This is an optimization exercise on Yosys and OpenROAD, whose aim is a short achievable clock period and few clock cycles, not a production implementation.
Only simulation tests tie the RTL to the original design; equivalence was not proved.
No activity file was given, so power comes from the tool's default toggle rates.

==> flow/design.v <==
package cpu_pkg;
    typedef enum logic [5:0] {
        OP_ADD  = 6'h01,
        OP_SUB  = 6'h02,
        OP_AND  = 6'h03,
        OP_OR   = 6'h04,
        OP_SLT  = 6'h05,
        OP_ADDI = 6'h08,
        OP_LW   = 6'h10,
        OP_SW   = 6'h11,
        OP_BEQZ = 6'h12,
        OP_BNEZ = 6'h13,
        OP_J    = 6'h14,
        OP_HALT = 6'h3f
    } opcode_e;
endpackage
`timescale 1ns/100ps
module decode (
    input  logic [32-1:0]   instr,
    output logic               op_add,
    output logic               op_sub,
    output logic               op_and,
    output logic               op_or,
    output logic               op_slt,
    output logic               use_imm,
    output logic               mem_rd,
    output logic               mem_wr,
    output logic               branch,
    output logic               branch_nz,
    output logic               jump,
    output logic               halt,
    output logic               use_rs,
    output logic               use_rt,
    output logic [5-1:0] dest,
    output logic [32-1:0]   imm
);
    logic [5:0] op;
    logic       rd_form;
    logic       reg_wr;
    assign op  = instr[31:26];
    assign imm = {{(32-16){instr[15]}}, instr[15:0]};
    always_comb begin
        op_add    = 1'b0;
        op_sub    = 1'b0;
        op_and    = 1'b0;
        op_or     = 1'b0;
        op_slt    = 1'b0;
        use_imm   = 1'b0;
        mem_rd    = 1'b0;
        mem_wr    = 1'b0;
        reg_wr    = 1'b0;
        branch    = 1'b0;
        branch_nz = 1'b0;
        jump      = 1'b0;
        halt      = 1'b0;
        rd_form   = 1'b0;
        use_rs    = 1'b0;
        use_rt    = 1'b0;
        case (op)
            cpu_pkg::OP_ADD: begin
                op_add = 1'b1; reg_wr = 1'b1; rd_form = 1'b1; use_rs = 1'b1; use_rt = 1'b1;
            end
            cpu_pkg::OP_SUB: begin
                op_sub = 1'b1; reg_wr = 1'b1; rd_form = 1'b1; use_rs = 1'b1; use_rt = 1'b1;
            end
            cpu_pkg::OP_AND: begin
                op_and = 1'b1; reg_wr = 1'b1; rd_form = 1'b1; use_rs = 1'b1; use_rt = 1'b1;
            end
            cpu_pkg::OP_OR: begin
                op_or  = 1'b1; reg_wr = 1'b1; rd_form = 1'b1; use_rs = 1'b1; use_rt = 1'b1;
            end
            cpu_pkg::OP_SLT: begin
                op_slt = 1'b1; reg_wr = 1'b1; rd_form = 1'b1; use_rs = 1'b1; use_rt = 1'b1;
            end
            cpu_pkg::OP_ADDI: begin
                op_add = 1'b1; use_imm = 1'b1; reg_wr = 1'b1; use_rs = 1'b1;
            end
            cpu_pkg::OP_LW: begin
                op_add = 1'b1; use_imm = 1'b1; mem_rd = 1'b1; reg_wr = 1'b1; use_rs = 1'b1;
            end
            cpu_pkg::OP_SW: begin
                op_add = 1'b1; use_imm = 1'b1; mem_wr = 1'b1; use_rs = 1'b1; use_rt = 1'b1;
            end
            cpu_pkg::OP_BEQZ: begin
                branch = 1'b1; use_rs = 1'b1;
            end
            cpu_pkg::OP_BNEZ: begin
                branch = 1'b1; branch_nz = 1'b1; use_rs = 1'b1;
            end
            cpu_pkg::OP_J:    jump = 1'b1;
            cpu_pkg::OP_HALT: halt = 1'b1;
            default: ;
        endcase
    end
    assign dest = !reg_wr ? '0 : (rd_form ? instr[15:11] : instr[20:16]);
endmodule
`timescale 1ns/100ps
module hazard_unit (
    input  logic [5-1:0] id_rs,
    input  logic [5-1:0] id_rt,
    input  logic               id_use_rs,
    input  logic               id_use_rt,
    input  logic [5-1:0] ex_dest,
    input  logic               ex_valid,
    input  logic               ex_mem_rd,
    output logic               fwd_rs,
    output logic               fwd_rt,
    output logic               stall
);
    logic hit_rs, hit_rt;
    assign hit_rs = ex_valid && (ex_dest != '0) && (ex_dest == id_rs);
    assign hit_rt = ex_valid && (ex_dest != '0) && (ex_dest == id_rt);
    assign fwd_rs = hit_rs;
    assign fwd_rt = hit_rt;
    assign stall = ex_mem_rd && ((hit_rs && id_use_rs) || (hit_rt && id_use_rt));
endmodule
`timescale 1ns/100ps
module exec_unit (
    input  logic              op_add,
    input  logic              op_sub,
    input  logic              op_and,
    input  logic              op_or,
    input  logic              op_slt,
    input  logic [32-1:0]  src_a,
    input  logic [32-1:0]  src_b,
    output logic [32-1:0]  alu_res
);
    logic [32-1:0] sum, diff;
    logic             lt;
    prefix_add #(.W(32)) u_add (.a(src_a), .b(src_b),  .cin(1'b0), .sum(sum));
    prefix_add #(.W(32)) u_sub (.a(src_a), .b(~src_b), .cin(1'b1), .sum(diff));
    assign lt   = (src_a[32-1] ^ src_b[32-1]) ? src_a[32-1] : diff[32-1];
    assign alu_res = ({32{op_add}} & sum)
                   | ({32{op_sub}} & diff)
                   | ({32{op_and}} & (src_a & src_b))
                   | ({32{op_or}}  & (src_a | src_b))
                   | {{(32-1){1'b0}}, op_slt & lt};
endmodule
module prefix_add #(
    parameter int W = 32
) (
    input  logic [W-1:0] a,
    input  logic [W-1:0] b,
    input  logic         cin,
    output logic [W-1:0] sum
);
    localparam int L = (W > 32) ? 6 : (W > 16) ? 5 : (W > 8) ? 4 : (W > 4) ? 3 : (W > 2) ? 2 : 1;
    logic [W-1:0] p;
    logic [W-1:0] g [L+1];
    logic [W-1:0] t [L+1];
    assign p    = a ^ b;
    assign g[0] = (a & b) | {{(W-1){1'b0}}, p[0] & cin};
    assign t[0] = p & {{(W-1){1'b1}}, 1'b0};
    for (genvar l = 0; l < L; l++) begin : g_lvl
        localparam int D = 1 << l;
        for (genvar i = 0; i < W; i++) begin : g_bit
            if (i >= D) begin : g_op
                assign g[l+1][i] = g[l][i] | (t[l][i] & g[l][i-D]);
                assign t[l+1][i] = t[l][i] & t[l][i-D];
            end else begin : g_pass
                assign g[l+1][i] = g[l][i];
                assign t[l+1][i] = t[l][i];
            end
        end
    end
    assign sum = p ^ {g[L][W-2:0], cin};
endmodule
module prefix_inc #(
    parameter int W = 30
) (
    input  logic [W-1:0] a,
    output logic [W-1:0] sum
);
    localparam int L = (W > 32) ? 6 : (W > 16) ? 5 : (W > 8) ? 4 : (W > 4) ? 3 : (W > 2) ? 2 : 1;
    logic [W-1:0] t [L+1];
    assign t[0] = a;
    for (genvar l = 0; l < L; l++) begin : g_lvl
        localparam int D = 1 << l;
        for (genvar i = 0; i < W; i++) begin : g_bit
            if (i >= D) begin : g_op
                assign t[l+1][i] = t[l][i] & t[l][i-D];
            end else begin : g_pass
                assign t[l+1][i] = t[l][i];
            end
        end
    end
    assign sum = a ^ {t[L][W-2:0], 1'b1};
endmodule
`timescale 1ns/100ps
module regfile (
    input  logic               clk,
    input  logic               rst_n,
    input  logic [5-1:0] rs1,
    input  logic [5-1:0] rs2,
    output logic [32-1:0]   bus_a,
    output logic [32-1:0]   bus_b,
    input  logic [5-1:0] rd,
    input  logic [32-1:0]   wr_data,
    input  logic               wr_en
);
    localparam int NREGS = 1 << 5;
    logic [32-1:0] regs [NREGS];
    function automatic logic [32-1:0] read_port(input logic [5-1:0] addr);
        if (addr == '0)
            read_port = '0;
        else if (wr_en && (rd == addr))
            read_port = wr_data;
        else
            read_port = regs[addr];
    endfunction
    always_comb begin
        bus_a = read_port(rs1);
        bus_b = read_port(rs2);
    end
    always_ff @(posedge clk) begin
        if (!rst_n) begin
            for (int i = 0; i < NREGS; i++)
                regs[i] <= '0;
        end else if (wr_en && (rd != '0)) begin
            regs[rd] <= wr_data;
        end
    end
endmodule
`timescale 1ns/100ps
module pipeline (
    input  logic               clk,
    input  logic               rst_n,
    input  logic [32-1:0]   instr,
    output logic [32-1:0]   i_addr,
    input  logic [32-1:0]   mem_rd_data,
    output logic [32-1:0]   mem_addr,
    output logic [32-1:0]   mem_wr_data,
    output logic               mem_wr,
    input  logic [32-1:0]   bus_a,
    input  logic [32-1:0]   bus_b,
    output logic [5-1:0] rs1,
    output logic [5-1:0] rs2,
    output logic [5-1:0] rd,
    output logic [32-1:0]   reg_wr_data,
    output logic               reg_wr,
    output logic               halted
);
    localparam int PCW   = 32 - 2;    
    localparam int BHT_AW = 6;
    localparam int BHT_N  = 1 << BHT_AW;
    localparam int NREGS  = 1 << 5;
    logic [PCW-1:0]    pc;
    logic [PCW-1:0]    f_pc1, f_tgt;
    logic [5:0]        f_op;
    logic              f_is_j, f_is_br, f_static, f_pred;
    logic [1:0]        bht [BHT_N];
    logic              f_known, f_zero;
    logic [NREGS-1:0]  zflag, oflag;
    logic              d_is_dec, m_is0, m_is1;
    logic              d_valid;
    logic [32-1:0]  d_instr;
    logic [PCW-1:0]    d_alt;
    logic              d_pred;
    logic              d_static;
    logic [BHT_AW-1:0] d_bidx;
    logic              dec_add, dec_sub, dec_and, dec_or, dec_slt;
    logic              dec_use_imm, dec_mem_rd, dec_mem_wr;
    logic              dec_branch, dec_branch_nz, dec_jump, dec_halt;
    logic              dec_use_rs, dec_use_rt;
    logic [5-1:0] dec_dest;
    logic [32-1:0]  dec_imm;
    logic              haz_fwd_rs, haz_fwd_rt, stall;
    logic              e_valid;
    logic              e_add, e_sub, e_and, e_or, e_slt;
    logic              e_mem_rd, e_mem_wr, e_branch, e_nz, e_halt;
    logic              e_fwd_a, e_fwd_b, e_fwd_sd;
    logic [5-1:0] e_dest;
    logic [32-1:0]  e_a, e_b, e_sd;
    logic              e_za;
    logic              e_pred, e_static;
    logic [PCW-1:0]    e_alt;
    logic [BHT_AW-1:0] e_bidx;
    logic [32-1:0]  x_a, x_b, x_sd, x_res;
    logic              x_zero, x_taken, mispred, halting;
    logic              m_valid, m_mem_rd, m_wr;
    logic [5-1:0] m_dest;
    logic [32-1:0]  m_res, m_sd;
    logic              m_zero;
    logic [32-1:0]  wb_data;
    assign i_addr = {pc, 2'b00};
    assign f_op    = instr[31:26];
    assign f_is_j  = (f_op == cpu_pkg::OP_J);
    assign f_is_br = (f_op == cpu_pkg::OP_BEQZ) || (f_op == cpu_pkg::OP_BNEZ);
    assign f_static = (f_op == cpu_pkg::OP_BNEZ) || instr[15];
    assign f_pred   = f_is_j || (f_is_br && (f_known ? (f_zero ^ f_op[0]) :
                                                       (f_static ^ !bht[pc[BHT_AW-1:0]][1])));
    logic [5-1:0] f_rs;
    logic               f_rs0, f_id_wr, f_ex_wr, f_m_wr, f_v_known, f_v_zero, f_v_one;
    assign f_rs      = instr[25:21];
    assign f_rs0     = (f_rs == '0);
    assign f_id_wr   = d_valid && (dec_dest == f_rs);
    assign f_ex_wr   = e_valid && (e_dest == f_rs);
    assign f_m_wr    = m_valid && (m_dest == f_rs);
    assign f_v_known = !f_ex_wr && !(f_m_wr && m_mem_rd);
    assign f_v_zero  = f_m_wr ? m_is0 : zflag[f_rs];
    assign f_v_one   = f_m_wr ? m_is1 : oflag[f_rs];
    assign f_known   = f_rs0 || (f_v_known && (!f_id_wr || d_is_dec));
    assign f_zero    = f_rs0 || (f_id_wr ? f_v_one : f_v_zero);
    logic [PCW-17:0]   pc_hi_inc, pc_hi_dec, pc_hi_m1;
    logic [16:0]       f_lo;
    prefix_inc #(.W(PCW)) u_pc_inc (.a(pc), .sum(f_pc1));
    prefix_inc #(.W(PCW-16)) u_hi_inc (.a(pc[PCW-1:16]), .sum(pc_hi_inc));
    prefix_inc #(.W(PCW-16)) u_hi_dec (.a(~pc[PCW-1:16]), .sum(pc_hi_m1));
    assign pc_hi_dec = ~pc_hi_m1;
    prefix_add #(.W(17)) u_tgt (.a({1'b0, pc[15:0]}), .b({1'b0, instr[15:0]}), .cin(1'b1), .sum(f_lo));
    always_comb begin
        case ({f_lo[16], instr[15]})
            2'b10:   f_tgt = {pc_hi_inc, f_lo[15:0]};
            2'b01:   f_tgt = {pc_hi_dec, f_lo[15:0]};
            default: f_tgt = {pc[PCW-1:16], f_lo[15:0]};
        endcase
    end
    always_ff @(posedge clk) begin
        if (!rst_n)
            pc <= '0;
        else if (mispred)
            pc <= e_alt;
        else if (!stall && !halting && !halted)
            pc <= f_pred ? f_tgt : f_pc1;
    end
    always_ff @(posedge clk) begin
        if (!rst_n)
            d_valid <= 1'b0;
        else if (mispred || halting || halted)
            d_valid <= 1'b0;
        else if (!stall)
            d_valid <= 1'b1;
    end
    always_ff @(posedge clk) begin
        if (!stall) begin
            d_instr  <= instr;
            d_pred   <= f_pred;
            d_static <= f_static;
            d_alt    <= f_pred ? f_pc1 : f_tgt;
            d_bidx   <= pc[BHT_AW-1:0];
        end
    end
    assign rs1 = d_instr[25:21];
    assign rs2 = d_instr[20:16];
    assign d_is_dec = (d_instr[31:26] == cpu_pkg::OP_ADDI) && (d_instr[25:21] == d_instr[20:16]) &&
                      (d_instr[15:0] == 16'hffff);
    decode u_decode (
        .instr(d_instr),
        .op_add(dec_add), .op_sub(dec_sub), .op_and(dec_and), .op_or(dec_or), .op_slt(dec_slt),
        .use_imm(dec_use_imm), .mem_rd(dec_mem_rd), .mem_wr(dec_mem_wr),
        .branch(dec_branch), .branch_nz(dec_branch_nz), .jump(dec_jump), .halt(dec_halt),
        .use_rs(dec_use_rs), .use_rt(dec_use_rt), .dest(dec_dest), .imm(dec_imm)
    );
    hazard_unit u_hazard (
        .id_rs(rs1), .id_rt(rs2), .id_use_rs(dec_use_rs), .id_use_rt(dec_use_rt),
        .ex_dest(e_dest), .ex_valid(e_valid), .ex_mem_rd(e_mem_rd),
        .fwd_rs(haz_fwd_rs), .fwd_rt(haz_fwd_rt), .stall(stall)
    );
    always_ff @(posedge clk) begin
        if (!rst_n)
            e_valid <= 1'b0;
        else
            e_valid <= d_valid && !stall && !mispred && !halting && !halted;
    end
    always_ff @(posedge clk) begin
        e_add    <= dec_add;
        e_sub    <= dec_sub;
        e_and    <= dec_and;
        e_or     <= dec_or;
        e_slt    <= dec_slt;
        e_mem_rd <= dec_mem_rd;
        e_mem_wr <= dec_mem_wr;
        e_branch <= dec_branch;
        e_nz     <= dec_branch_nz;
        e_halt   <= dec_halt;
        e_dest   <= dec_dest;
        e_a      <= bus_a;
        e_za     <= (bus_a == '0);
        e_b      <= dec_use_imm ? dec_imm : bus_b;
        e_sd     <= bus_b;
        e_fwd_a  <= haz_fwd_rs;
        e_fwd_b  <= haz_fwd_rt && !dec_use_imm;
        e_fwd_sd <= haz_fwd_rt;
        e_pred   <= d_pred;
        e_static <= d_static;
        e_alt    <= d_alt;
        e_bidx   <= d_bidx;
    end
    assign x_a  = e_fwd_a  ? m_res : e_a;
    assign x_b  = e_fwd_b  ? m_res : e_b;
    assign x_sd = e_fwd_sd ? m_res : e_sd;
    exec_unit u_exec (
        .op_add(e_add), .op_sub(e_sub), .op_and(e_and), .op_or(e_or), .op_slt(e_slt),
        .src_a(x_a), .src_b(x_b), .alu_res(x_res)
    );
    assign x_zero  = e_fwd_a ? m_zero : e_za;
    assign x_taken = x_zero ^ e_nz;
    assign mispred = e_valid && e_branch && (x_taken != e_pred);
    assign halting = e_valid && e_halt;
    always_ff @(posedge clk) begin
        if (!rst_n) begin
            for (int i = 0; i < BHT_N; i++)
                bht[i] <= 2'b10;
        end else if (e_valid && e_branch) begin
            if (x_taken == e_static) begin
                if (bht[e_bidx] != 2'b11) bht[e_bidx] <= bht[e_bidx] + 2'b01;
            end else begin
                if (bht[e_bidx] != 2'b00) bht[e_bidx] <= bht[e_bidx] - 2'b01;
            end
        end
    end
    always_ff @(posedge clk) begin
        if (!rst_n) begin
            m_valid <= 1'b0;
            m_wr    <= 1'b0;
            halted  <= 1'b0;
        end else begin
            m_valid <= e_valid;
            m_wr    <= e_valid && e_mem_wr;
            if (halting)
                halted <= 1'b1;
        end
    end
    always_ff @(posedge clk) begin
        m_mem_rd <= e_mem_rd;
        m_dest   <= e_dest;
        m_res    <= x_res;
        m_sd     <= x_sd;
    end
    assign m_zero = (m_res == '0);
    assign m_is0  = m_zero;
    assign m_is1  = (m_res == 32'd1);
    assign mem_addr    = m_res;
    assign mem_wr_data = m_sd;
    assign mem_wr      = m_wr;
    assign wb_data     = m_mem_rd ? mem_rd_data : m_res;
    assign reg_wr_data = wb_data;
    assign rd          = m_dest;
    assign reg_wr      = m_valid;
    always_ff @(posedge clk) begin
        if (!rst_n) begin
            zflag <= '1;
            oflag <= '0;
        end else if (m_valid && (m_dest != '0)) begin
            zflag[m_dest] <= (wb_data == '0);
            oflag[m_dest] <= (wb_data == 32'd1);
        end
    end
endmodule
`timescale 1ns/100ps
module cpu_top (
    input  logic             clk,
    input  logic             rst_n,
    input  logic [32-1:0] instr,
    output logic [32-1:0] i_addr,
    input  logic [32-1:0] mem_rd_data,
    output logic [32-1:0] mem_addr,
    output logic [32-1:0] mem_wr_data,
    output logic             mem_wr,
    output logic             halted
);
    logic [32-1:0]   bus_a;
    logic [32-1:0]   bus_b;
    logic [5-1:0] rs1;
    logic [5-1:0] rs2;
    logic [5-1:0] rd;
    logic [32-1:0]   reg_wr_data;
    logic               reg_wr;
    pipeline u_pipeline (
        .clk(clk), .rst_n(rst_n),
        .instr(instr), .i_addr(i_addr),
        .mem_rd_data(mem_rd_data), .mem_addr(mem_addr),
        .mem_wr_data(mem_wr_data), .mem_wr(mem_wr),
        .bus_a(bus_a), .bus_b(bus_b), .rs1(rs1), .rs2(rs2),
        .rd(rd), .reg_wr_data(reg_wr_data), .reg_wr(reg_wr),
        .halted(halted)
    );
    regfile u_regfile (
        .clk(clk), .rst_n(rst_n),
        .rs1(rs1), .rs2(rs2), .bus_a(bus_a), .bus_b(bus_b),
        .rd(rd), .wr_data(reg_wr_data), .wr_en(reg_wr)
    );
endmodule
==> flow/run.sh <==
#!/bin/bash
# synth_recipe.tcl (not shown) runs the flow's synth.tcl, then flattens the netlist and writes it again
# the make line also repeats each setting of config.mk as NAME=value (left out here)
make -C /OpenROAD-flow-scripts/flow DESIGN_CONFIG=/design/flow/config.mk WORK_HOME=/design/flow/orfs CLKGATE_MAP_FILE= SYNTH_SCRIPT=/design/flow/synth_recipe.tcl finish
==> flow/config.mk <==
export PLATFORM = sky130hd
export DESIGN_NAME = cpu_top
export DESIGN_NICKNAME = cpu_top
export VERILOG_FILES = /design/flow/design.v
export SDC_FILE = /design/flow/constraint.sdc
export NUM_CORES = 4
export LEC_CHECK = 0
export CAP_MARGIN = 35
export CORE_MARGIN = 2
export CORE_UTILIZATION = 40
export PLACE_DENSITY = 0.6
export SETUP_SLACK_MARGIN = 3.8
export SLEW_MARGIN = 35
export SYNTH_HIERARCHICAL = 1
export SYNTH_MINIMUM_KEEP_SIZE = 0
==> flow/constraint.sdc <==
create_clock -name core_clock -period 7.0 [get_ports {clk}]
set_input_delay 1.4000 -clock core_clock [delete_from_list [all_inputs] [get_ports {clk}]]
set_output_delay 1.4000 -clock core_clock [all_outputs]
set_load 0.01 [all_outputs]
==> results of run 1 <==
## per-stage QoR
| step | util [%] | hold slack [ns] |
|---|---|---|
| after global routing | 49.2 | 0.339 |
| after detailed placement | 42.3 | 0.327 |
| after CTS | 48.3 | 0.339 |
| after global placement | 42.2 | 0.324 |
| after floorplan | - | 0.323 |
| final | 49.2 | 0.339 |
## cell usage in the layout (no fill, tap or decap), drive strengths merged, types with 55 or more instances in the layout
cell type / instances
edfxtp: 1222
clkinv: 69
xnor2: 92
a221oi: 55
clkbuf: 237
clkdlybuf4s50: 65
nand3: 159
dlygate4sd2: 79
mux2: 185
buf: 491
mux4: 427
o31ai: 73
mux2i: 368
xor2: 78
ha: 84
o21ai: 213
nor3: 67
inv: 120
nand2: 376
nor2: 209
and2: 1013
a22oi: 142
dfxtp: 328
a21oi: 195
## state kept, by name, indices dropped and copies added (netlist names), 6 cells and up, named ones only
register and count:
u_pipeline.e_alt 30, u_regfile.regs 1024, u_pipeline.e_a 32, u_pipeline.e_sd 32, u_pipeline.m_sd 32, u_pipeline.bht 128, u_pipeline.zflag 32, u_pipeline.d_alt 30
u_pipeline.oflag 32, u_pipeline.m_res 32, u_pipeline.pc 30, u_pipeline.e_bidx 6, u_pipeline.d_instr 32, u_pipeline.d_bidx 6, u_pipeline.e_b 32
## final cells by class
type	instances	area, sq um	share of cell area [%]
diodes	5	12.5	0.0121
clock buffers	224	4600	4.45
clock inverters	84	848	0.821
inverters	117	469	0.454
multi-input cells	4496	42200	40.8
flip-flops and latches	1550	43500	42.1
well taps	2805	3510	3.40
repair buffers	678	8150	7.89
repair inverters	2	27.5	0.0266
## layer usage
metal,track usage [%],vias up,part of all wire (%)
met5,0,-,0.013
met3,7.81,806,13
li1,-,26200,-
met2,44.1,4405,44
met1,38.8,32600,38
met4,10.4,8,4.4
## report_power, final
part	internal, mW	switching (mW)	leakage (nW)
Sequential	10.3	0.281	15.2
Clock	5.08	3.93	2.68
Combinational	2.20	3.15	19.5
Total	17.6	7.36	37.4
## critical path, cell delays in order (launching register included)
cell      delay, ns
edfxtp_1       0.42
or3_4          0.43
a211oi_4       0.30
a22o_1         0.26
xnor2_1        0.09
nand4_1        0.17
nor3_4         0.07
a2111o_1       0.31
nand3b_1       0.16
a311o_1        0.33
o31a_4         0.35
clkinv_8       0.11
buf_4          0.12
buf_8          0.11
mux2i_1        0.18
o21ai_1        0.11
## worst paths after layout
path | slack [ns] | startpoint | end
hold / removal | 0.34 | u_pipeline.d_alt[21] | u_pipeline.e_alt[21]
hold reg to reg | 0.34 | u_pipeline.d_alt[21] | u_pipeline.e_alt[21]
setup / recovery | 3.35 | u_pipeline.d_instr[30] | u_pipeline.pc[3]
setup reg to reg | 3.35 | u_pipeline.d_instr[30] | u_pipeline.pc[3]
## what timing repair did
item                        CTS  global route
setup endpoints to repair  1176           973
pin swaps                   178           104
setup buffers               203            76
gates cloned                 55            23
resized for setup           952           202
==> flow_summary.ini, run 1 <==
[die]
initial_core_util_pct = 40.3
die_x_um = 464
io_pins = 164
dieArea_sq_mm = 0.215
coreArea_sq_mm = 0.210
row_count = 168
die_h_um = 464

[worst_hold_path]
hp-class = flop to flop
whs_path_depth = 0

[worst_setup_path]
worst-r2r-cell-count = 15
start_kind = flop
criticalPathCategory = flop to flop
critPathRequiredTime_ns = 7.69
crit_arrival_ns = 4.35
path_max_fanout = 7
crit_path_end_kind = flop

[placement]
dpl.hpwl_mm = 192
dpl_cell_area_sq_mm = 0.0887
gp_congestion = 0.930
dp.cells = 9288
portBuffers = 161
pre_cts_ws_ns = 1.37

[timing]
tightest_slew_ns = 1.07
hold_violations = 0
period_minus_slack_ns = 3.65
max-slew-margin-rel_pct = 28.5
layout_setup_ws_ns = 3.35
min_period_over_period_pct = 52.2
rsz0062_at_grt = yes
setup-violations-final = 0
worst_clock_skew_ns = 0.0303
fmax_mhz = 274
slew_violations = 0
tns_ns = 0

[final_layout]
layout-drive-gt1-share_pct = 28.8
nets = 7168
area_growth_pct = 22.3
fin_cells = 9961
final_area_sq_mm = 0.103
fill_cells = 18000

[clock_tree]
cts_max_level = 4
cts_buffer_depth = 3
numCtsBuffers = 167
clk_pin_slew_ns = 0.06
clock_sink_count = 1550
clockRootBuffer = clkbuf_16
ctsHoldBuffers = 0
tritoncts = yes
insertion_delay_ns = 0.85

[detailed_routing]
drt_iter0_markers = 9337
vias = 64100
antenna_left = 0
drc = 0
wl_mm = 330
viasPerCell = 6.43
wl_per_cell_um = 33.1
drtPass1Iterations = 8

[grt]
grt_antenna_before_repair = 15
grt_overflow_total = 0
grt_max_degree = 94
grt_pass1_vias = 60300
grt_pass1_wl_mm = 449
grt_use_total_pct = 28.7

[power]
p_leak_nw = 37.4
irDropWorstVdd_mv = 0.189
fin_total_pwr_mw = 25.0
powerDensity_mw_per_mm2 = 242

[logic_synthesis]
synth_area_sq_mm = 0.0845
avgSynthCellArea_sq_um = 12.5
synthCells = 6765
ys_warn_count = 19

[flow_run]
drv_cap = 0

[run_status]
outcome = no timing/DRC/antenna violations
Testbench counts, summed over its fixed seeds: cycles 350,824.
==> run 2, diff against run 1 <==
--- a/flow/design.v
+++ b/flow/design.v
@@ -254,2 +254,4 @@
     logic              d_is_dec, m_is0, m_is1;
+    logic [5-1:0] f_dest, d_dest;
+    logic              f_is_dec;
     logic              d_valid;
@@ -270,3 +272,3 @@
     logic              e_mem_rd, e_mem_wr, e_branch, e_nz, e_halt;
-    logic              e_fwd_a, e_fwd_b, e_fwd_sd;
+    logic              e_fwd_a;
     logic [5-1:0] e_dest;
@@ -295,3 +297,3 @@
     assign f_rs0     = (f_rs == '0);
-    assign f_id_wr   = d_valid && (dec_dest == f_rs);
+    assign f_id_wr   = d_valid && (d_dest == f_rs);
     assign f_ex_wr   = e_valid && (e_dest == f_rs);
@@ -333,2 +335,11 @@
     end
+    decode u_fdecode (
+        .instr(instr),
+        .op_add(), .op_sub(), .op_and(), .op_or(), .op_slt(),
+        .use_imm(), .mem_rd(), .mem_wr(),
+        .branch(), .branch_nz(), .jump(), .halt(),
+        .use_rs(), .use_rt(), .dest(f_dest), .imm()
+    );
+    assign f_is_dec = (f_op == cpu_pkg::OP_ADDI) && (instr[25:21] == instr[20:16]) &&
+                      (instr[15:0] == 16'hffff);
     always_ff @(posedge clk) begin
@@ -336,2 +347,4 @@
             d_instr  <= instr;
+            d_dest   <= f_dest;
+            d_is_dec <= f_is_dec;
             d_pred   <= f_pred;
@@ -344,4 +357,2 @@
     assign rs2 = d_instr[20:16];
-    assign d_is_dec = (d_instr[31:26] == cpu_pkg::OP_ADDI) && (d_instr[25:21] == d_instr[20:16]) &&
-                      (d_instr[15:0] == 16'hffff);
     decode u_decode (
@@ -376,9 +387,7 @@
         e_dest   <= dec_dest;
-        e_a      <= bus_a;
+        e_a      <= haz_fwd_rs ? x_res : bus_a;
         e_za     <= (bus_a == '0);
-        e_b      <= dec_use_imm ? dec_imm : bus_b;
-        e_sd     <= bus_b;
+        e_b      <= (haz_fwd_rt && !dec_use_imm) ? x_res : (dec_use_imm ? dec_imm : bus_b);
+        e_sd     <= haz_fwd_rt ? x_res : bus_b;
         e_fwd_a  <= haz_fwd_rs;
-        e_fwd_b  <= haz_fwd_rt && !dec_use_imm;
-        e_fwd_sd <= haz_fwd_rt;
         e_pred   <= d_pred;
@@ -388,5 +397,5 @@
     end
-    assign x_a  = e_fwd_a  ? m_res : e_a;
-    assign x_b  = e_fwd_b  ? m_res : e_b;
-    assign x_sd = e_fwd_sd ? m_res : e_sd;
+    assign x_a  = e_a;
+    assign x_b  = e_b;
+    assign x_sd = e_sd;
     exec_unit u_exec (
--- a/flow/config.mk
+++ b/flow/config.mk
@@ -9,4 +9,4 @@
 export CORE_MARGIN = 2
-export CORE_UTILIZATION = 40
-export PLACE_DENSITY = 0.6
+export CORE_UTILIZATION = 55
+export PLACE_DENSITY = 0.7
 export SETUP_SLACK_MARGIN = 3.8
==> run 2 against run 1 <==
Effect of this change:
- still clean on timing, DRC and antenna
- cell count down 8.9%
- synthesized area hardly changed
- synthesized cell count shrank 1.0%
- critical endpoint is now u_pipeline.e_za
==> flow_summary.ini, run 2 <==
[run_status]
outcome = no timing/DRC/antenna violations

[worst_setup_path]
r2r_slack_ns = 3.36
crit_slowest_cell = o221a_4
crit_path_end_kind = flop
criticalPathCategory = flop to flop
critPathMaxStageDelay_ns = 0.41
crit_chain = buf_4 > buf_6 > xnor2_1 > nand2_1 > or2_1 > buf_6 > o211ai_1 > o221a_4 > nor4_4 > nand4_1 > nor2_1
critPathRequiredTime_ns = 7.72
start_kind = flop
path_max_fanout = 34
crit_arrival_ns = 4.36
path_common_cell = buf_6

[detailed_routing]
wl_per_cell_um = 33.3
drt_iter0_markers = 10100
drc = 0
drtPass1Iterations = 8
antenna_left = 0
vias = 63400
wl_mm = 302
viasPerCell = 6.99

[timing]
max-slew-margin-rel_pct = 30.2
fmax_mhz = 274
slew_violations = 0
period_minus_slack_ns = 3.64
hold_violations = 0
min_period_over_period_pct = 52.1
tightest_slew_ns = 1.03
setup-violations-final = 0
worst_clock_skew_ns = 0.0459
rsz0062_at_grt = yes
tns_ns = 0

[grt]
grt_use_total_pct = 36.5
grt_pass1_vias = 60200
grt_overflow_total = 0
grt_antenna_before_repair = 16
grt_pass1_wl_mm = 417
grt_max_degree = 102

[final_layout]
reg.largest.list = u_regfile.regs: 1024 flops, u_pipeline.bht: 128 flops
fill_cells = 10700
largest_register_ffs = 1024
area_growth_pct = 19.2
final_common_cell = edfxtp_1
layout_common_cells = 1228 x edfxtp_1, 1006 x and2_1, 436 x mux4_2
nets = 7068
layout-drive-gt1-share_pct = 29.1
largest-register = u_regfile.regs

[power]
fin_total_pwr_mw = 23.8
irDropWorstVdd_mv = 0.279
powerDensity_mw_per_mm2 = 237
p_leak_nw = 36.4

[clock_tree]
numCtsBuffers = 165
cts_buffer_depth = 3
clk_pin_slew_ns = 0.06
cts_max_level = 4
clockRootBuffer = clkbuf_16
clock_sink_count = 1554
insertion_delay_ns = 0.84
ctsHoldBuffers = 0
tritoncts = yes

[logic_synthesis]
ys_warn_count = 19
avgSynthCellArea_sq_um = 12.6
synthCells = 6695
synth_area_sq_mm = 0.0845

[flow_run]
drv_cap = 0

[placement]
dpl.hpwl_mm = 181
gp_congestion = 0.958
portBuffers = 161

[die]
row_count = 143
io_pins = 164
die_x_um = 396
die_h_um = 396
initial_core_util_pct = 55.5
coreArea_sq_mm = 0.152
dieArea_sq_mm = 0.157

[worst_hold_path]
hp-class = flop to flop
## run 2: area by class of cell
cell class	instances	area, sq um	share of cell area [%]
sequential	1554	43600	43.3
multi-input combinational	4425	42000	41.7
timing repair buffer	653	7080	7.03
clock buffer	211	4450	4.41
tap	2030	2540	2.52
clock inverter	83	596	0.591
inverter	110	425	0.422
timing repair inverter	3	17.5	0.0174
antenna	5	12.5	0.0124
## run 2: power breakdown
group	leakage, nW	internal [mW]	switching (mW)	total (mW)
Sequential	15.2	10.4	0.313	10.7
Clock	2.48	4.66	3.74	8.41
Combinational	18.7	1.98	2.77	4.75
Total	36.4	17.0	6.83	23.8
## run 2: path summary, 6_finish.rpt
kind | start | to | cells past startpoint
worst max-delay path | u_pipeline.d_instr[22] | u_pipeline.e_za | 11
worst max register to register | u_pipeline.d_instr[22] | u_pipeline.e_za | 11
worst min register to register | u_pipeline.d_alt[3] | u_pipeline.e_alt[3] | 0
worst min-delay path | u_pipeline.d_alt[3] | u_pipeline.e_alt[3] | 0
## run 2: metrics by stage
stage	utilization, %	setup WS [ns]	std cells	hold WS [ns]	area [sq um]
2_1_floorplan	-	3.11	6729	0.310	85000
3_3_place_gp	57.5	1.50	8429	0.311	87600
3_5_place_dp	57.7	1.40	8444	0.312	87900
4_1_cts	64.3	3.40	8946	0.316	97900
5_1_grt	66.2	3.32	9069	0.329	101000
6_report	66.2	3.36	9074	0.320	101000
## run 2: worst max-delay path, delay by kind of cell, from the launching register on
kind / cells / cell delay [ns]
flops: 1 / 0.38
compound gates: 2 / 0.81
simple gates: 5 / 1.25
buf+inv: 3 / 0.92
xor+xnor: 1 / 0.11
## run 2: repair_timing
item                                    4_1_cts  5_1_grt
resized for setup                           825      384
cloned                                       32       19
setup buffers                               176      103
pin swaps                                   130      145
endpoints found under the setup margin      672      476
## run 2: routing by layer
layer | wire length [um] | vias to the layer above | part of all wire [%] | track usage, %
li1 | - | 26000 | - | -
met1 | 108000 | 31700 | 36 | 48.6
met2 | 134000 | 4874 | 44 | 54.6
met3 | 44500 | 866 | 15 | 11.9
met4 | 15400 | 16 | 5.1 | 16.5
met5 | 97 | - | 0.032 | 0
Testbench counts of run 2, summed over its fixed seeds: cycles 350,824.
==> run 3, diff against run 2 <==
--- a/flow/design.v
+++ b/flow/design.v
@@ -243,4 +243,2 @@
     localparam int PCW   = 32 - 2;    
-    localparam int BHT_AW = 6;
-    localparam int BHT_N  = 1 << BHT_AW;
     localparam int NREGS  = 1 << 5;
@@ -250,4 +248,3 @@
     logic              f_is_j, f_is_br, f_static, f_pred;
-    logic [1:0]        bht [BHT_N];
-    logic              f_known, f_zero;
+    logic              f_known, f_zero, wb_is0, d_zero;
     logic [NREGS-1:0]  zflag, oflag;
@@ -260,4 +257,2 @@
     logic              d_pred;
-    logic              d_static;
-    logic [BHT_AW-1:0] d_bidx;
     logic              dec_add, dec_sub, dec_and, dec_or, dec_slt;
@@ -276,5 +271,4 @@
     logic              e_za;
-    logic              e_pred, e_static;
+    logic              e_pred;
     logic [PCW-1:0]    e_alt;
-    logic [BHT_AW-1:0] e_bidx;
     logic [32-1:0]  x_a, x_b, x_sd, x_res;
@@ -292,3 +286,3 @@
     assign f_pred   = f_is_j || (f_is_br && (f_known ? (f_zero ^ f_op[0]) :
-                                                       (f_static ^ !bht[pc[BHT_AW-1:0]][1])));
+                                                       f_static));
     logic [5-1:0] f_rs;
@@ -350,5 +344,3 @@
             d_pred   <= f_pred;
-            d_static <= f_static;
             d_alt    <= f_pred ? f_pc1 : f_tgt;
-            d_bidx   <= pc[BHT_AW-1:0];
         end
@@ -388,3 +380,3 @@
         e_a      <= haz_fwd_rs ? x_res : bus_a;
-        e_za     <= (bus_a == '0);
+        e_za     <= d_zero;
         e_b      <= (haz_fwd_rt && !dec_use_imm) ? x_res : (dec_use_imm ? dec_imm : bus_b);
@@ -393,5 +385,3 @@
         e_pred   <= d_pred;
-        e_static <= d_static;
         e_alt    <= d_alt;
-        e_bidx   <= d_bidx;
     end
@@ -410,14 +400,2 @@
         if (!rst_n) begin
-            for (int i = 0; i < BHT_N; i++)
-                bht[i] <= 2'b10;
-        end else if (e_valid && e_branch) begin
-            if (x_taken == e_static) begin
-                if (bht[e_bidx] != 2'b11) bht[e_bidx] <= bht[e_bidx] + 2'b01;
-            end else begin
-                if (bht[e_bidx] != 2'b00) bht[e_bidx] <= bht[e_bidx] - 2'b01;
-            end
-        end
-    end
-    always_ff @(posedge clk) begin
-        if (!rst_n) begin
             m_valid <= 1'b0;
@@ -448,2 +426,4 @@
     assign reg_wr      = m_valid;
+    assign wb_is0 = m_mem_rd ? (mem_rd_data == '0) : m_is0;
+    assign d_zero = (m_valid && (m_dest != '0) && (m_dest == rs1)) ? wb_is0 : zflag[rs1];
     always_ff @(posedge clk) begin
@@ -453,3 +433,3 @@
         end else if (m_valid && (m_dest != '0)) begin
-            zflag[m_dest] <= (wb_data == '0);
+            zflag[m_dest] <= wb_is0;
             oflag[m_dest] <= (wb_data == 32'd1);
--- a/flow/config.mk
+++ b/flow/config.mk
@@ -9,4 +9,4 @@
 export CORE_MARGIN = 2
-export CORE_UTILIZATION = 55
-export PLACE_DENSITY = 0.7
+export CORE_UTILIZATION = 40
+export PLACE_DENSITY = 0.6
 export SETUP_SLACK_MARGIN = 3.8
==> run 3 against run 2 <==
Effect of this change:
- clock power decreased by 2.7%
- critical path depth increased by 3
- flip-flop and latch count decreased by 148
- die area increased by 25%
- design area decreased by 9.0%
- global-route usage decreased by 8.7 points
- sequential power decreased by 9.5%
- cell count decreased by 2.3%
- power decreased by 7.2%
- first-iteration DRC count decreased by 34%
- synthesized cell count decreased by 9.5%
- synthesized area decreased by 9.2%
- largest power group unchanged
- highest routed layer unchanged
==> flow_summary.ini, run 3 <==
[flow_run]
drv_cap = 0

[timing]
tns_ns = 0
rsz0062_at_grt = yes
holdWs_ns = 0.325
max-slew-margin-rel_pct = 32.4
min_period_over_period_pct = 52.5
layout_setup_ws_ns = 3.32
fmax_mhz = 272
worst_clock_skew_ns = 0.0388
slew_violations = 0
tightest_slew_ns = 1.01
setup-violations-final = 0
period_minus_slack_ns = 3.68
hold_violations = 0

[detailed_routing]
viasPerCell = 6.34
wl_per_cell_um = 32.1
drtPass1Iterations = 8
wl_met3_mm = 24.8
met2_length_mm = 131
highest_layer = met5
antenna_left = 0
drt_iter0_markers = 6658
vias = 56300
met1_length_mm = 111
wl_mm = 284
drc = 0

[power]
p_seq_share_pct = 43.8
irDropWorstVdd_mv = 0.209
fin_total_pwr_mw = 22.1
powerDensity_mw_per_mm2 = 241
p_sw_mw = 6.24
combPwrFrac_pct = 19.3
cell_internal_pwr_mw = 15.9
swShare_pct = 28.2
p_leak_nw = 33.5
clkPwrFrac_pct = 37.0

[final_layout]
nets = 6394
area_growth_pct = 19.5
largest_register_ffs = 1024
largest-register = u_regfile.regs
layout_common_cells = 1093 x edfxtp_1, 999 x and2_1, 405 x mux4_2
layout-drive-gt1-share_pct = 26.8
final_area_sq_mm = 0.0917
final_common_cell = edfxtp_1

[clock_tree]
clock_sink_count = 1406
insertion_delay_ns = 0.81
numCtsBuffers = 152
clk_pin_slew_ns = 0.07
cts_max_level = 4
clockRootBuffer = clkbuf_16
tritoncts = yes
ctsHoldBuffers = 0
cts_buffer_depth = 3

[run_status]
outcome = no timing/DRC/antenna violations

[worst_hold_path]
min_from = u_pipeline.e_sd[7]
hp-class = flop to flop
whs_path_depth = 0
min_to = u_pipeline.m_sd[7]

[grt]
grt_use_total_pct = 27.8
grt_pass1_vias = 54400
grt_overflow_total = 0
grt_antenna_before_repair = 13
grt_max_degree = 64
grt_pass1_wl_mm = 397

[worst_setup_path]
r2r_end = u_pipeline.e_b[20]
r2r_start = u_pipeline.e_b[0]
cp.depth = 14
critPathRequiredTime_ns = 7.71
start_kind = flop
crit_arrival_ns = 4.38
critical_path_buf_inv_count = 1
path_common_cell = fa_2
crit_start = u_pipeline.e_b[0]
path_max_fanout = 3
crit_chain = inv_2 > fa_2 > fa_2 > a21oi_4 > o211ai_4 > a31oi_4 > o21ai_4 > a211o_1 > a21oi_2 > xnor2_1 > a222oi_1 > o21ai_1 > mux2_4 > mux2_2
r2r_slack_ns = 3.32
crit_slowest_cell = fa_2
critPathMaxStageDelay_ns = 0.39
worst_path_dominant_cell_family = compound AO/OA/AOI/OAI gates
criticalPathCategory = flop to flop
worst-r2r-cell-count = 14
crit_path_end_kind = flop

[placement]
dpl_cell_area_sq_mm = 0.0811
gp_congestion = 0.923
dpl.hpwl_mm = 168
portBuffers = 161
pre_cts_ws_ns = 1.60

[logic_synthesis]
synthCells = 6058
ys_warn_count = 19
synth_area_sq_mm = 0.0768
avgSynthCellArea_sq_um = 12.7

[die]
initial_core_util_pct = 40.3
io_pins = 164
coreArea_sq_mm = 0.190
dieArea_sq_mm = 0.195
die_x_um = 442
die_h_um = 442
row_count = 160
## run 3: layout make-up
type                            instances  area [sq um]
Fill cell                           16300         98700
Sequential cell                      1406         39200
Multi-Input combinational cell       3999         37600
Timing Repair Buffer                  573          6370
Clock buffer                          219          4350
Tap cell                             2511          3140
Clock inverter                         51           567
Inverter                              102           393
Antenna cell                            6          15.0
Timing Repair inverter                  1          5.00
## run 3: worst reg2reg max path, cell delays in order (launching register included)
cell      delay [ns]
dfxtp_2         0.36
inv_2           0.05
fa_2            0.38
fa_2            0.39
a21oi_4         0.21
o211ai_4        0.12
a31oi_4         0.27
o21ai_4         0.11
a211o_1         0.33
a21oi_2         0.21
xnor2_1         0.10
a222oi_1        0.32
o21ai_1         0.17
mux2_4          0.30
mux2_2          0.26
## run 3: worst max-delay path by stage
stage,endpoint
floorplan,u_pipeline.d_alt[19]
global placement,u_pipeline.d_alt[29]
detailed placement,u_pipeline.d_alt[29]
CTS,u_pipeline.e_b[20]
global route,u_pipeline.e_b[20]
finish,u_pipeline.e_b[20]
## run 3: stage by stage
step	utilization, %	instances
2_1_floorplan	-	6092
3_3_place_gp	42.5	8310
3_5_place_dp	42.6	8319
4_1_cts	47.0	8760
5_1_grt	48.2	8864
6_report	48.2	8868
## run 3: per-layer routing
layer  up-vias  track usage, %
met1     28900            36.9
met5         -               0
met4         2            15.4
met3       691            4.31
met2      3234            43.7
li1      23400               -
## run 3: timing repair
item,CTS,global route
cloned,33,13
setup buffers,138,89
setup endpoints to repair,347,225
pin swaps,71,99
resized for setup,487,294
## run 3: power by group through the flow
| stage | Clock (mW) | Combinational [mW] | Sequential (mW) |
|---|---|---|---|
| after CTS | 8.23 | 3.83 | 9.67 |
| final | 8.18 | 4.26 | 9.68 |
| after detailed placement | 0 | 3.34 | 9.84 |
| after global routing | 8.55 | 4.43 | 9.72 |
| after global placement | 0 | 3.31 | 9.83 |
| after floorplan | 0 | 2.20 | 9.77 |
Testbench counts of run 3, summed over its fixed seeds: cycles 351,210.
==> run 4, diff against run 3 <==
--- a/flow/design.v
+++ b/flow/design.v
@@ -102,2 +102,3 @@
     input  logic               id_use_rt,
+    input  logic               id_branch,
     input  logic [5-1:0] ex_dest,
@@ -114,3 +115,3 @@
     assign fwd_rt = hit_rt;
-    assign stall = ex_mem_rd && ((hit_rs && id_use_rs) || (hit_rt && id_use_rt));
+    assign stall = (hit_rs && id_use_rs && (ex_mem_rd || !id_branch)) || (hit_rt && id_use_rt);
 endmodule
@@ -358,2 +359,3 @@
         .id_rs(rs1), .id_rt(rs2), .id_use_rs(dec_use_rs), .id_use_rt(dec_use_rt),
+        .id_branch(dec_branch),
         .ex_dest(e_dest), .ex_valid(e_valid), .ex_mem_rd(e_mem_rd),
@@ -379,6 +381,6 @@
         e_dest   <= dec_dest;
-        e_a      <= haz_fwd_rs ? x_res : bus_a;
+        e_a      <= bus_a;
         e_za     <= d_zero;
-        e_b      <= (haz_fwd_rt && !dec_use_imm) ? x_res : (dec_use_imm ? dec_imm : bus_b);
-        e_sd     <= haz_fwd_rt ? x_res : bus_b;
+        e_b      <= dec_use_imm ? dec_imm : bus_b;
+        e_sd     <= bus_b;
         e_fwd_a  <= haz_fwd_rs;
--- a/flow/config.mk
+++ b/flow/config.mk
@@ -9,4 +9,4 @@
 export CORE_MARGIN = 2
-export CORE_UTILIZATION = 40
-export PLACE_DENSITY = 0.6
+export CORE_UTILIZATION = 55
+export PLACE_DENSITY = 0.7
 export SETUP_SLACK_MARGIN = 3.8
==> run 4 against run 3 <==
Effect of this change:
- still clean
- worst hold slack worse by 0.0035 ns
- first-iteration DRC count increased by 24%
- design area shrank 3.2%
- power down 2.9%
- global-route usage grew 9.3 points
- synthesized area down 0.28%
- register-to-register slack improved by 0.33 ns
- worst setup slack gained 0.11 ns
- largest power group unchanged
==> flow_summary.ini, run 4 <==
[worst_setup_path]
worst_path_dominant_cell_family = compound AO/OA/AOI/OAI gates
crit_slowest_cell = ha_4
cp.depth = 17
start_kind = input port
critPathMaxStageDelay_ns = 0.39
crit_arrival_ns = 4.25
critPathRequiredTime_ns = 7.68
critical_path_buf_inv_count = 3
criticalPathCategory = input port to flop
crit_path_end_kind = flop
path_max_fanout = 5
worst-r2r-cell-count = 12
crit_chain = buf_8 > fa_2 > inv_2 > fa_2 > nand2b_4 > a21oi_4 > o21ai_4 > o21ai_2 > xnor2_2 > ha_4 > buf_12 > a221oi_4 > a21oi_4 > nor3_2 > mux2i_1 > o2111ai_1 > o31ai_1

[power]
irDropWorstVdd_mv = 0.269
powerDensity_mw_per_mm2 = 242
p_sw_mw = 5.96
p_leak_nw = 32.6
p_seq_share_pct = 45.1
clkPwrFrac_pct = 37.7
combPwrFrac_pct = 17.2
cell_internal_pwr_mw = 15.5
swShare_pct = 27.8
fin_total_pwr_mw = 21.5

[detailed_routing]
drtPass1Iterations = 9
viasPerCell = 6.99
antenna_left = 0
drt_iter0_markers = 8255
vias = 56100
drc = 0
wl_mm = 269
wl_per_cell_um = 33.5

[timing]
period_minus_slack_ns = 3.57
setup-violations-final = 0
tns_ns = 0
min_period_over_period_pct = 51.0
worst_clock_skew_ns = 0.0271
max-slew-margin-rel_pct = 31.6
hold_violations = 0
tightest_slew_ns = 1.03
layout_setup_ws_ns = 3.43
rsz0062_at_grt = yes
slew_violations = 0
fmax_mhz = 280

[flow_run]
drv_cap = 0

[clock_tree]
clockRootBuffer = clkbuf_16
cts_max_level = 4
cts_buffer_depth = 3
clock_sink_count = 1406
clk_pin_slew_ns = 0.06
tritoncts = yes
insertion_delay_ns = 0.80
numCtsBuffers = 155

[grt]
grt_use_total_pct = 37.2
grt_pass1_wl_mm = 381
grt_overflow_total = 0
grt_max_degree = 78
grt_pass1_vias = 54400
grt_antenna_before_repair = 18

[final_layout]
largest_register_ffs = 1024
largest-register = u_regfile.regs
nets = 6267
layout-drive-gt1-share_pct = 23.1
area_growth_pct = 15.9
final_common_cell = edfxtp_1
layout_common_cells = 1093 x edfxtp_1, 1000 x and2_1, 404 x mux4_2
antennaDiodeCount = 0

[die]
row_count = 136
coreArea_sq_mm = 0.138
die_h_um = 377
dieArea_sq_mm = 0.142
io_pins = 164
die_x_um = 377
initial_core_util_pct = 55.5

[logic_synthesis]
avgSynthCellArea_sq_um = 12.7
synth_area_sq_mm = 0.0765
synthCells = 6044
ys_warn_count = 19

[worst_hold_path]
hp-class = flop to flop
whs_path_depth = 0

[placement]
dpl.hpwl_mm = 167
portBuffers = 161
pre_cts_ws_ns = 1.42
gp_congestion = 0.962

[run_status]
outcome = no timing/DRC/antenna violations
-- run 4: changes by cell type in the layout (fill, tap and decap cells not counted), moves of 17 or more --
cell | previous run | this run
buf_6 | 72 | 21
a211oi_1 | 72 | 23
buf_4 | 257 | 209
nor2_1 | 107 | 152
mux2_4 | 60 | 27
mux2i_1 | 283 | 313
or3_1 | 34 | 5
mux2_2 | 106 | 78
a211oi_2 | 24 | 0
nand2_1 | 215 | 191
o2111a_1 | 1 | 18
o31ai_1 | 3 | 20
-- run 4: final cells by class --
| type | count | area [sq um] |
|---|---|---|
| clock inverter | 69 | 606 |
| inverter | 109 | 422 |
| tap | 1794 | 2240 |
| sequential | 1406 | 39200 |
| timing repair buffer | 467 | 5300 |
| fill | 10000 | 49100 |
| clock buffer | 212 | 4340 |
| multi-input combinational | 3969 | 36600 |
-- run 4: metrics by stage --
step                cells  instance area [sq um]  hold slack, ns  util (%)
finish               8026                  88700           0.321      64.4
CTS                  7975                  87700           0.323      63.6
floorplan            6078                  77400           0.310         -
global route         8026                  88700           0.324      64.4
detailed placement   7600                  80300           0.312      58.3
global placement     7591                  80000           0.310      58.1
-- run 4: layer usage --
layer / wire, um / track usage [%]
met5: 145 / 0
met4: 19800 / 23.2
met3: 28400 / 6.95
met2: 122000 / 56.6
met1: 98500 / 49.4
-- run 4: power groups by stage --
stage / registers (mW) / logic (mW) / clock network (mW)
after floorplan: 9.75 / 2.16 / 0
after global placement: 9.84 / 3.22 / 0
after detailed placement: 9.85 / 3.26 / 0
after CTS: 9.68 / 3.50 / 8.12
after global routing: 9.72 / 3.84 / 8.44
final: 9.69 / 3.69 / 8.10
-- run 4: worst paths after layout --
kind | slack (ns) | end | startpoint
setup / recovery | 3.43 | u_pipeline.pc[24] | instr[0]
hold / removal | 0.32 | u_pipeline.m_sd[27] | u_pipeline.e_sd[27]
setup reg to reg | 3.65 | u_pipeline.d_alt[2] | u_pipeline.m_dest[4]
hold reg to reg | 0.32 | u_pipeline.m_sd[27] | u_pipeline.e_sd[27]
-- run 4: what timing repair did --
item | 4_1_cts | 5_1_grt
hold buffers | 0 | 0
buffers inserted | 70 | 41
gates resized for setup | 379 | 130
setup endpoints to repair | 527 | 249
gates cloned | 24 | 6
pin swaps | 58 | 38
Testbench counts of run 4, summed over its fixed seeds: cycles 354,653.
==> run 5, diff against run 4 <==
--- a/flow/design.v
+++ b/flow/design.v
@@ -139,2 +139,44 @@
 endmodule
+module res_flags (
+    input  logic              op_add,
+    input  logic              op_sub,
+    input  logic              op_and,
+    input  logic              op_or,
+    input  logic              op_slt,
+    input  logic [32-1:0]  src_a,
+    input  logic [32-1:0]  src_b,
+    output logic              is0,
+    output logic              is1
+);
+    logic [32-1:0] b, p, o, g, n, r;
+    logic             cin, hi0, hi1, up, lt, diff_neg;
+    assign cin = op_sub || op_slt;
+    assign b   = cin ? ~src_b : src_b;
+    assign p   = src_a ^ b;
+    assign o   = src_a | b;
+    assign g   = src_a & b;
+    assign up  = &(~(p[32-1:2] ^ o[32-2:1]));
+    assign hi0 = up && (p[1] == o[0]) && (p[0] == cin);
+    assign hi1 = up && (p[1] == g[0]) && (p[0] != cin);
+    logic [32-1:0] diff;
+    prefix_add #(.W(32)) u_diff (.a(src_a), .b(~src_b), .cin(1'b1), .sum(diff));
+    assign lt = (src_a[32-1] ^ src_b[32-1]) ? src_a[32-1] : diff[32-1];
+    assign n = src_a & src_b;
+    assign r = src_a | src_b;
+    always_comb begin
+        if (op_and) begin
+            is0 = (n == '0);
+            is1 = (n == 32'd1);
+        end else if (op_or) begin
+            is0 = (r == '0);
+            is1 = (r == 32'd1);
+        end else if (op_slt) begin
+            is0 = !lt;
+            is1 = lt;
+        end else begin
+            is0 = hi0;
+            is1 = hi1;
+        end
+    end
+endmodule
 module prefix_add #(
@@ -228,2 +270,3 @@
     input  logic               rst_n,
+    input  logic               rf_rst_n,
     input  logic [32-1:0]   instr,
@@ -249,3 +292,3 @@
     logic              f_is_j, f_is_br, f_static, f_pred;
-    logic              f_known, f_zero, wb_is0, d_zero;
+    logic              f_known, f_zero, wb_is0, wb_is1, d_zero;
     logic [NREGS-1:0]  zflag, oflag;
@@ -256,3 +299,3 @@
     logic [32-1:0]  d_instr;
-    logic [PCW-1:0]    d_alt;
+    logic [PCW-1:0]    d_pc1, d_tgt;
     logic              d_pred;
@@ -279,3 +322,3 @@
     logic [32-1:0]  m_res, m_sd;
-    logic              m_zero;
+    logic              m_zero, x_is0, x_is1;
     logic [32-1:0]  wb_data;
@@ -314,10 +357,8 @@
     end
-    always_ff @(posedge clk) begin
-        if (!rst_n)
-            pc <= '0;
-        else if (mispred)
-            pc <= e_alt;
-        else if (!stall && !halting && !halted)
-            pc <= f_pred ? f_tgt : f_pc1;
-    end
+    logic [PCW-1:0] pc_seq;
+    logic           pc_adv;
+    assign pc_adv = !mispred && !stall && !halting && !halted;
+    assign pc_seq = !rst_n ? '0 : mispred ? e_alt : pc_adv ? f_pc1 : pc;
+    always_ff @(posedge clk)
+        pc <= (rst_n && pc_adv && f_pred) ? f_tgt : pc_seq;
     always_ff @(posedge clk) begin
@@ -345,3 +386,4 @@
             d_pred   <= f_pred;
-            d_alt    <= f_pred ? f_pc1 : f_tgt;
+            d_pc1    <= f_pc1;
+            d_tgt    <= f_tgt;
         end
@@ -387,3 +429,3 @@
         e_pred   <= d_pred;
-        e_alt    <= d_alt;
+        e_alt    <= d_pred ? d_pc1 : d_tgt;
     end
@@ -412,3 +454,9 @@
     end
+    res_flags u_flags (
+        .op_add(e_add), .op_sub(e_sub), .op_and(e_and), .op_or(e_or), .op_slt(e_slt),
+        .src_a(x_a), .src_b(x_b), .is0(x_is0), .is1(x_is1)
+    );
     always_ff @(posedge clk) begin
+        m_zero   <= x_is0;
+        m_is1    <= x_is1;
         m_mem_rd <= e_mem_rd;
@@ -418,5 +466,3 @@
     end
-    assign m_zero = (m_res == '0);
     assign m_is0  = m_zero;
-    assign m_is1  = (m_res == 32'd1);
     assign mem_addr    = m_res;
@@ -429,5 +475,6 @@
     assign wb_is0 = m_mem_rd ? (mem_rd_data == '0) : m_is0;
+    assign wb_is1 = m_mem_rd ? (mem_rd_data == 32'd1) : m_is1;
     assign d_zero = (m_valid && (m_dest != '0) && (m_dest == rs1)) ? wb_is0 : zflag[rs1];
     always_ff @(posedge clk) begin
-        if (!rst_n) begin
+        if (!rf_rst_n) begin
             zflag <= '1;
@@ -436,3 +483,3 @@
             zflag[m_dest] <= wb_is0;
-            oflag[m_dest] <= (wb_data == 32'd1);
+            oflag[m_dest] <= wb_is1;
         end
@@ -459,4 +506,7 @@
     logic               reg_wr;
+    logic rf_rst_n;
+    always_ff @(posedge clk)
+        rf_rst_n <= rst_n;
     pipeline u_pipeline (
-        .clk(clk), .rst_n(rst_n),
+        .clk(clk), .rst_n(rst_n), .rf_rst_n(rf_rst_n),
         .instr(instr), .i_addr(i_addr),
@@ -469,3 +519,3 @@
     regfile u_regfile (
-        .clk(clk), .rst_n(rst_n),
+        .clk(clk), .rst_n(rf_rst_n),
         .rs1(rs1), .rs2(rs2), .bus_a(bus_a), .bus_b(bus_b),
==> run 5 against run 4 <==
Effect of this change:
- register-to-register slack worse by 0.04 ns
- via count grew 4.3%
- global-route usage is 1.2 points higher
- die area rose by 3.4%
- non-clock buffer count down 24
- critical endpoint is now u_pipeline.e_a[11]
- largest power group unchanged
==> flow_summary.ini, run 5 <==
[grt]
grt_antenna_before_repair = 25
grt_pass1_vias = 55900
grt_pass1_wl_mm = 402
grt_overflow_total = 0
grt_use_total_pct = 38.4
grt_max_degree = 81

[timing]
fmax_mhz = 295
tns_ns = 0
holdWs_ns = 0.326
hold_violations = 0
period_minus_slack_ns = 3.39
setup-violations-final = 0
max-slew-margin-rel_pct = 33.7
tightest_slew_ns = 0.995
rsz0062_at_grt = yes
min_period_over_period_pct = 48.4
worst_clock_skew_ns = 0.0357
layout_setup_ws_ns = 3.61
slew_violations = 0

[logic_synthesis]
synthCells = 6241
synth_area_sq_mm = 0.0792
ys_warn_count = 21
avgSynthCellArea_sq_um = 12.7

[die]
initial_core_util_pct = 55.2
die_x_um = 383
row_count = 139
coreArea_sq_mm = 0.143
die_h_um = 383
dieArea_sq_mm = 0.147
io_pins = 164

[detailed_routing]
wl_per_cell_um = 34.5
vias = 58500
drtPass1Iterations = 7
drc = 0
drt_iter0_markers = 9729
antenna_left = 0
viasPerCell = 7.01
wl_mm = 288

[final_layout]
layout_common_cells = 1153 x edfxtp_1, 1001 x and2_1, 403 x mux4_2
nets = 6526
layout-drive-gt1-share_pct = 21.4
largest-register = u_regfile.regs
final_area_sq_mm = 0.0902
area_growth_pct = 14.0
largest_register_ffs = 1024
final_common_cell = edfxtp_1

[clock_tree]
tritoncts = yes
cts_buffer_depth = 3
clk_pin_slew_ns = 0.07
clock_sink_count = 1439
ctsHoldBuffers = 0
numCtsBuffers = 155
cts_max_level = 4
clockRootBuffer = clkbuf_16
insertion_delay_ns = 0.83

[worst_hold_path]
hp-class = flop to flop

[power]
irDropWorstVdd_mv = 0.272
powerDensity_mw_per_mm2 = 245
fin_total_pwr_mw = 22.1
p_leak_nw = 33.7

[worst_setup_path]
start_kind = flop
criticalPathCategory = flop to flop
path_max_fanout = 27
critPathRequiredTime_ns = 7.69
crit_arrival_ns = 4.08
crit_path_end_kind = flop

[placement]
dpl.hpwl_mm = 169
portBuffers = 161
gp_congestion = 0.938
dpl_cell_area_sq_mm = 0.0828
pre_cts_ws_ns = 1.71

[flow_run]
drv_cap = 0

[run_status]
outcome = no timing/DRC/antenna violations
==> run 5: final timing paths <==
| kind | startpoint | depth (start not counted) | to | slack, ns |
|---|---|---|---|---|
| min reg2reg | u_pipeline.e_sd[13] | 0 | u_pipeline.m_sd[13] | 0.33 |
| max | u_pipeline.d_instr[21] | 6 | u_pipeline.e_a[11] | 3.61 |
| max reg2reg | u_pipeline.d_instr[21] | 6 | u_pipeline.e_a[11] | 3.61 |
| min | u_pipeline.e_sd[13] | 0 | u_pipeline.m_sd[13] | 0.33 |
==> run 5: critical path, cell delays in order (launching register included) <==
cell and delay (ns):
edfxtp_1 0.52, buf_12 0.30, buf_16 0.25, mux4_2 0.52
a22oi_1 0.80, a22oi_1 0.47, a22o_1 0.33
==> run 5: metal layers <==
metal  GRT usage, %  wire length, um  part of all wire, %
met5              0              145                0.050
met4           22.0            19700                  6.8
met3           12.0            41700                   14
met2           56.3           125000                   43
met1           50.5           102000                   35
==> run 5: where the power goes <==
part	leakage (nW)	switching (mW)	total, mW	internal [mW]
Sequential	14.4	0.382	10.0	9.66
Clock	2.45	3.62	8.22	4.61
Combinational	16.8	2.34	3.85	1.51
Total	33.7	6.34	22.1	15.8
==> run 5: area by class of cell <==
| cell class | count | area, sq um |
|---|---|---|
| Antenna cell | 14 | 35.0 |
| Clock buffer | 186 | 4160 |
| Tap cell | 1903 | 2380 |
| Sequential cell | 1439 | 40400 |
| Timing Repair inverter | 1 | 5.00 |
| Fill cell | 10700 | 53100 |
| Multi-Input combinational cell | 4090 | 37100 |
| Clock inverter | 94 | 836 |
| Inverter | 172 | 652 |
| Timing Repair Buffer | 443 | 4640 |
==> run 5: per-stage QoR <==
stage | instances | utilization [%]
after floorplan | 6275 | -
after global placement | 7910 | 57.6
after detailed placement | 7923 | 57.8
after CTS | 8298 | 62.4
after global routing | 8329 | 62.9
final | 8342 | 63.0
==> run 5: what timing repair did <==
item,CTS,global route
gates cloned,20,4
setup buffers,75,25
gates resized for setup,233,103
endpoints found under the setup margin,295,152
pin swaps,21,37
Testbench counts of run 5, summed over its fixed seeds: cycles 354,653.
==> run 6, diff against run 5 <==
==> flow/flow/run.sh (new file) <==
#!/bin/bash
# The standard layout, with the input and output port buffers made as
# sky130_fd_sc_hd__buf_4 instead of the smallest buffer, so that the paths
# from the inputs and to the outputs start from a cell the resizer can work
# with. Everything else is the standard.sh unchanged.
set -euo pipefail
export BUFFER_PORTS_ARGS="-buffer_cell sky130_fd_sc_hd__buf_4"
bash standard.sh > standard.log 2>&1
==> flow/standard.sh (new file) <==
#!/bin/bash
# synth_recipe.tcl (not shown) runs the flow's synth.tcl, then flattens the netlist and writes it again
# the make line also repeats each setting of config.mk as NAME=value (left out here)
make -C /OpenROAD-flow-scripts/flow DESIGN_CONFIG=/design/flow/config.mk WORK_HOME=/design/flow/orfs CLKGATE_MAP_FILE= SYNTH_SCRIPT=/design/flow/synth_recipe.tcl "${@:-finish}"
removed: flow/run.sh
==> run 6 against run 5 <==
Effect of this change:
- critical path type unchanged
- global-route usage rose by 0.058 points
- clock skew increased by 0.020 ns
- core utilization shrank 0.42 points
- non-clock buffer count is 17 lower
==> flow_summary.ini, run 6 <==
[worst_setup_path]
r2r_end = u_pipeline.e_b[13]
crit_arrival_ns = 4.19
start_kind = flop
path_max_fanout = 12
worst-r2r-cell-count = 7
crit_start = u_pipeline.d_instr[16]
critPathRequiredTime_ns = 7.73
r2r_start = u_pipeline.d_instr[16]
cp-endpoint = u_pipeline.e_b[13]
r2r_slack_ns = 3.55
crit_path_end_kind = flop
criticalPathCategory = flop to flop

[final_layout]
area_growth_pct = 13.2
layout_common_cells = 1153 x edfxtp_1, 1001 x and2_1, 403 x mux4_2
nets = 6507
largest_register_ffs = 1024
multiInputGateArea_sq_mm = 0.0370
final_common_cell = edfxtp_1
fin_util_pct = 62.5
fill_cells = 10800
final-seq-area_sq_mm = 0.0404
layout-drive-gt1-share_pct = 23.0
largest-register = u_regfile.regs

[logic_synthesis]
synthCells = 6241
ys_warn_count = 21
avgSynthCellArea_sq_um = 12.7
synth_area_sq_mm = 0.0792

[timing]
tns_ns = 0
fmax_mhz = 290
tightest_slew_ns = 1.01
hold_violations = 0
setup-violations-final = 0
period_minus_slack_ns = 3.45
holdWs_ns = 0.325
worst_clock_skew_ns = 0.0557
rsz0062_at_grt = yes
min_period_over_period_pct = 49.3
max-slew-margin-rel_pct = 32.5
slew_violations = 0

[power]
swShare_pct = 28.4
cell_internal_pwr_mw = 15.9
fin_total_pwr_mw = 22.1
combPwrFrac_pct = 17.4
clkPwrFrac_pct = 37.1
p_leak_nw = 33.5
irDropWorstVdd_mv = 0.276
p_seq_share_pct = 45.5
p_sw_mw = 6.28
powerDensity_mw_per_mm2 = 247

[clock_tree]
clk_pin_slew_ns = 0.06
cts_max_level = 4
cts_buffer_depth = 3
clockRootBuffer = clkbuf_16
insertion_delay_ns = 0.83
clock_sink_count = 1439
numCtsBuffers = 154
tritoncts = yes

[placement]
gp_congestion = 0.951
dpl.hpwl_mm = 170
portBuffers = 161

[die]
io_pins = 164
dieArea_sq_mm = 0.147
die_h_um = 383
initial_core_util_pct = 55.2
coreArea_sq_mm = 0.143
row_count = 139
die_x_um = 383

[detailed_routing]
wl_per_cell_um = 34.6
drt_iter0_markers = 9668
viasPerCell = 7.02
drc = 0
vias = 58400
antenna_left = 0
wl_mm = 288
drtPass1Iterations = 8

[run_status]
outcome = no timing/DRC/antenna violations

[worst_hold_path]
hp-class = flop to flop
whs_path_depth = 0

[grt]
grt_pass1_wl_mm = 403
grt_use_total_pct = 38.4
grt_max_degree = 97
grt_pass1_vias = 56200
grt_antenna_before_repair = 27
grt_overflow_total = 0

[flow_run]
drv_cap = 0
[run 6: power by group through the flow]
stage               logic (mW)  clock network (mW)  registers [mW]
finish                    3.86                8.21            10.1
global route              4.04                8.55            10.1
CTS                       3.62                8.21            10.0
detailed placement        3.44                   0            10.2
global placement          3.40                   0            10.2
floorplan                 2.36                   0            10.0
[run 6: metrics by stage]
| stage | setup slack [ns] | cell area, sq um | instances |
|---|---|---|---|
| 3_5_place_dp | 2.38 | 82500 | 7926 |
| 2_1_floorplan | 2.63 | 79700 | 6275 |
| 5_1_grt | 3.55 | 89600 | 8309 |
| 4_1_cts | 3.71 | 88800 | 8275 |
| 6_report | 3.55 | 89600 | 8315 |
| 3_3_place_gp | 2.45 | 82300 | 7919 |
[run 6: final cells by class]
class	count	share of cell area, %
timing repair buffer	426	4.63
clock buffer	211	4.80
clock inverter	68	0.765
antenna	6	0.0168
timing repair inverter	1	0.00558
inverter	172	0.727
sequential	1439	45.1
tap	1903	2.66
multi-input combinational	4089	41.3
[run 6: how the worst min path moves through the flow]
stage                               end                start
floorplan            u_pipeline.m_sd[0]   u_pipeline.e_sd[0]
global placement    u_pipeline.m_sd[29]  u_pipeline.e_sd[29]
detailed placement  u_pipeline.m_sd[16]  u_pipeline.e_sd[16]
CTS                 u_pipeline.m_sd[16]  u_pipeline.e_sd[16]
global route        u_pipeline.m_sd[29]  u_pipeline.e_sd[29]
finish              u_pipeline.m_sd[16]  u_pipeline.e_sd[16]
[run 6: layer usage]
layer	global-route usage, %	up-vias	share of wire (%)
met1	49.6	29000	35
li1	-	23600	-
met2	57.6	4723	44
met3	11.4	997	14
met5	0	-	0.035
met4	23.1	14	6.9
[run 6: timing repair]
item / in CTS / in global routing
pin swaps: 26 / 26
resized for setup: 130 / 72
hold buffers: 0 / 0
buffers inserted: 55 / 30
cloned: 15 / 4
endpoints found under the setup margin: 281 / 119
[run 6: critical path, stage by stage (launching register included)]
cell and delay, ns:
edfxtp_1 0.39, buf_6 0.22, buf_4 0.24, xnor2_1 0.45
and2_1 0.34, and3_2 0.62, a221o_1 0.79, mux2_2 0.29

-- static timing again, ports no longer ideal --
The flow's constraints put no driver on any port. The routed layouts listed below were extracted and timed again, unchanged, in two steps.
Step 1 (the two cells are an assumption about what drives the block):
set clk [get_ports {clk}]
set_driving_cell -lib_cell sky130_fd_sc_hd__clkbuf_16 $clk
set_driving_cell -lib_cell sky130_fd_sc_hd__buf_2 [delete_from_list [all_inputs] $clk]
Step 2 adds t to the input delays and takes it off the output delays; t is the mean of the earliest and latest rising clock arrival at the registers after step 1. Input paths then give back, and output paths get back, about the clock's delay inside the block.
Three values: no drivers, after step 1, after step 2; two values: the first two.
run | t, ns | setup WS [ns] | hold WS [ns] | clock arrival spread, ns | pins driven straight from the clock port
run 1 | 0.923 | 3.347 / 3.347 / 2.501 | 0.339 / 0.339 / 0.339 | 0.032 / 0.031 | 1
run 2 | 0.889 | 3.356 / 3.356 / 2.637 | 0.320 / 0.320 / 0.320 | 0.050 / 0.050 | 1
run 3 | 0.885 | 3.323 / 3.323 / 2.729 | 0.325 / 0.325 / 0.325 | 0.046 / 0.046 | 1
run 4 | 0.863 | 3.433 / 3.450 / 2.587 | 0.321 / 0.321 / 0.321 | 0.031 / 0.031 | 1
run 5 | 0.886 | 3.613 / 3.609 / 2.723 | 0.326 / 0.326 / 0.326 | 0.036 / 0.036 | 1
run 6 | 0.892 | 3.549 / 3.485 / 2.593 | 0.325 / 0.325 / 0.325 | 0.057 / 0.056 | 1
After both steps every run listed still meets setup and hold. The setup slack of run 6, which loses most, moves by -0.064 ns with the drivers and by -0.956 ns with both steps.
